This design comes from an exercise in tuning for small area, a short achievable clock period and few clock cycles on the open sky130 flow, not from production work. Function was checked by simulation only, so behaviour that the tests miss may differ from the original. Power and IR drop assume default switching activity.

Design move_unmaker, start of the top module:
module move_unmaker #(
  parameter int DEPTH = 64,
  parameter int PW    = $clog2(DEPTH) + 1
) (
  input  logic          clk_in,
  input  logic          rst_in,
  input  logic          push_valid_in,
  input  logic [14:0]   push_move_in,
  input  logic [430:0]  push_board_in,
  output logic          push_ready_out,
  input  logic          undo_valid_in,
  input  logic [430:0]  board_in,
  output logic          undo_ready_out,
  output logic [430:0]  board_out,
  output logic          valid_out,
  output logic [PW-1:0] depth_out,
  output logic          error_out
);
Size: about 7,200 cells after synthesis, roughly 2,800 flip-flops, ~110,000 µm² of cells after synthesis.
==> flow/config.mk <==
export PLATFORM = sky130hd
export DESIGN_NAME = move_unmaker
export DESIGN_NICKNAME = move_unmaker
export VERILOG_FILES = /design/flow/design.v
export SDC_FILE = /design/flow/constraint.sdc
export NUM_CORES = 4
export LEC_CHECK = 0
export CAP_MARGIN = 20
export CORE_MARGIN = 2
export CORE_UTILIZATION = 50
export CTS_BUF_LIST = sky130_fd_sc_hd__clkbuf_16
export CTS_CLUSTER_DIAMETER = 80
export CTS_CLUSTER_SIZE = 25
export SETUP_SLACK_MARGIN = 3.8
export SLEW_MARGIN = 20
==> flow/constraint.sdc <==
create_clock -name core_clock -period 7.0 [get_ports {clk_in}]
set_input_delay 1.4000 -clock core_clock [delete_from_list [all_inputs] [get_ports {clk_in}]]
set_output_delay 1.4000 -clock core_clock [all_outputs]
set_load 0.01 [all_outputs]
standard.sh (not shown) runs the stock make flow with config.mk's settings and CLKGATE_MAP_FILE= SYNTH_SCRIPT=/design/flow/synth_recipe.tcl, a recipe that flattens the netlist after the stock synthesis.
==> flow/flow/run.sh <==
#!/bin/bash
# Standard layout, except that buffer_ports is told to use plain buf_1
# buffers on the ports instead of the delay cells it picks by itself.
set -euo pipefail
here=$(pwd)
bash standard.sh synth > "$here/make_synth.log" 2>&1
export BUFFER_PORTS_ARGS="-buffer_cell sky130_fd_sc_hd__buf_1"
bash standard.sh > "$here/make_layout.log" 2>&1
Testbench counts at the start, summed over its fixed seeds: cycles 24,001.
Edit:
Settings changed: CAP_MARGIN 20 to 40, CORE_UTILIZATION 50 to 40, SLEW_MARGIN 20 to 50.
Sequential power barely changes.
Non-clock buffer count came out higher by 2.
Routed wire length climbs by 4.8%.
Worst setup slack improved by 0.095 ns.
Total power rises by 1.9%.
Clock power went up by about 7%.
Cell area rose by 0.92%.
Synthesized cell count does not change.
Clock-buffer cell count goes up by 10.
Edit:
Settings changed: PLACE_DENSITY set to 0.7, SETUP_SLACK_MARGIN 3.8 to 3.6.
After rerunning: Fmax is lower by about 5.6%. Synthesized area is unchanged. Worst hold slack hardly moves. Synthesized cell count does not change. Design area is lower by 0.97%. Global-route usage is lower by 0.81 points. Final cell count is lower by about 0.4%. Wire length is lower by about 1.8%. First-iteration DRC count is lower by about 2.3%.

========
Starting RTL as in the previous note.
Settings: LEC_CHECK=0, CAP_MARGIN=20, CORE_MARGIN=2, CORE_UTILIZATION=40, CTS_BUF_LIST=sky130_fd_sc_hd__clkbuf_16, CTS_CLUSTER_DIAMETER=80, CTS_CLUSTER_SIZE=25, SETUP_SLACK_MARGIN=3.8, SLEW_MARGIN=20; clock period 7.0 ns.
Scripts as last shown in full above: flow/flow/run.sh
The starting point completed with no timing, DRC or antenna violations.
Testbench counts at the start, summed over its fixed seeds: cycles 24,001.
Rerun with:
--- a/flow/config.mk
+++ b/flow/config.mk
@@ -7,3 +7,3 @@
 export LEC_CHECK = 0
-export CAP_MARGIN = 20
+export CAP_MARGIN = 60
 export CORE_MARGIN = 2
@@ -13,3 +13,4 @@
 export CTS_CLUSTER_SIZE = 25
+export PLACE_DENSITY = 0.7
 export SETUP_SLACK_MARGIN = 3.8
-export SLEW_MARGIN = 20
+export SLEW_MARGIN = 70
=> Wire length came out lower by 0.63%. Area after synthesis is unchanged. Global-route usage went down by 0.33 points. Final area grows by 4.3%.
Rerun with:
--- a/flow/config.mk
+++ b/flow/config.mk
@@ -7,3 +7,3 @@
 export LEC_CHECK = 0
-export CAP_MARGIN = 60
+export CAP_MARGIN = 50
 export CORE_MARGIN = 2
@@ -15,2 +15,2 @@
 export SETUP_SLACK_MARGIN = 3.8
-export SLEW_MARGIN = 70
+export SLEW_MARGIN = 60
The new run completed with no timing, DRC or antenna violations. Cell count decreases by 1.5%. Global-route usage drops by 0.53 points. Power went down by 0.55%. Wire length went down by 1.3%. Sequential cell count does not change.
Rerun with:
--- a/flow/config.mk
+++ b/flow/config.mk
@@ -7,3 +7,3 @@
 export LEC_CHECK = 0
-export CAP_MARGIN = 50
+export CAP_MARGIN = 40
 export CORE_MARGIN = 2
@@ -15,2 +15,2 @@
 export SETUP_SLACK_MARGIN = 3.8
-export SLEW_MARGIN = 60
+export SLEW_MARGIN = 50
Effect:
- cell area went down by about 0.8%
- total power is about the same
- routed wire length drops by about 0.3%
- sequential share of layout area rose by 0.50 points
- global-route usage goes down by 0.26 points
- first-iteration DRC count went up by about 0.7%
- worst setup slack improved by 9.9 ps

## port drivers added, routing unchanged
No port has a modelled driver above. Below, the same layouts with a new extraction and two added sets of constraints. Step 1 (the two cells are an assumption about what drives the block):
set clk [get_ports {clk_in}]
set_driving_cell -lib_cell sky130_fd_sc_hd__clkbuf_16 $clk
set_driving_cell -lib_cell sky130_fd_sc_hd__buf_2 [delete_from_list [all_inputs] $clk]
Step 2 also shifts input and output timing later by t, the mid clock arrival at the registers, as if the neighbouring blocks saw the same clock. a / b / c = ideal ports / drivers / drivers and shift; a / b = the first two.
run	t, ns	setup slack, ns	worst setup path after step 2	worst register clock-pin slew, ns
the first run of note 1	0.954	3.539 / 3.539 / 2.677	input to register	0.11 / 0.11
the second run of note 1	0.966	3.635 / 3.594 / 2.677	input to register	0.11 / 0.11
the third run of note 1	0.950	3.436 / 3.454 / 2.503	input to register	0.10 / 0.10
the first run of note 2	0.988	3.430 / 3.484 / 2.524	input to register	0.10 / 0.10
the second run of note 2	0.951	3.678 / 3.637 / 2.827	input to register	0.11 / 0.11
the third run of note 2	0.986	3.602 / 3.559 / 2.573	input to register	0.12 / 0.12
the fourth run of note 2	0.956	3.612 / 3.589 / 2.633	input to register	0.11 / 0.11
After both steps every run listed still meets setup and hold. For the third run of note 2, which loses most, drivers alone change the setup slack by -0.043 ns; drivers and shift together by -1.029 ns.
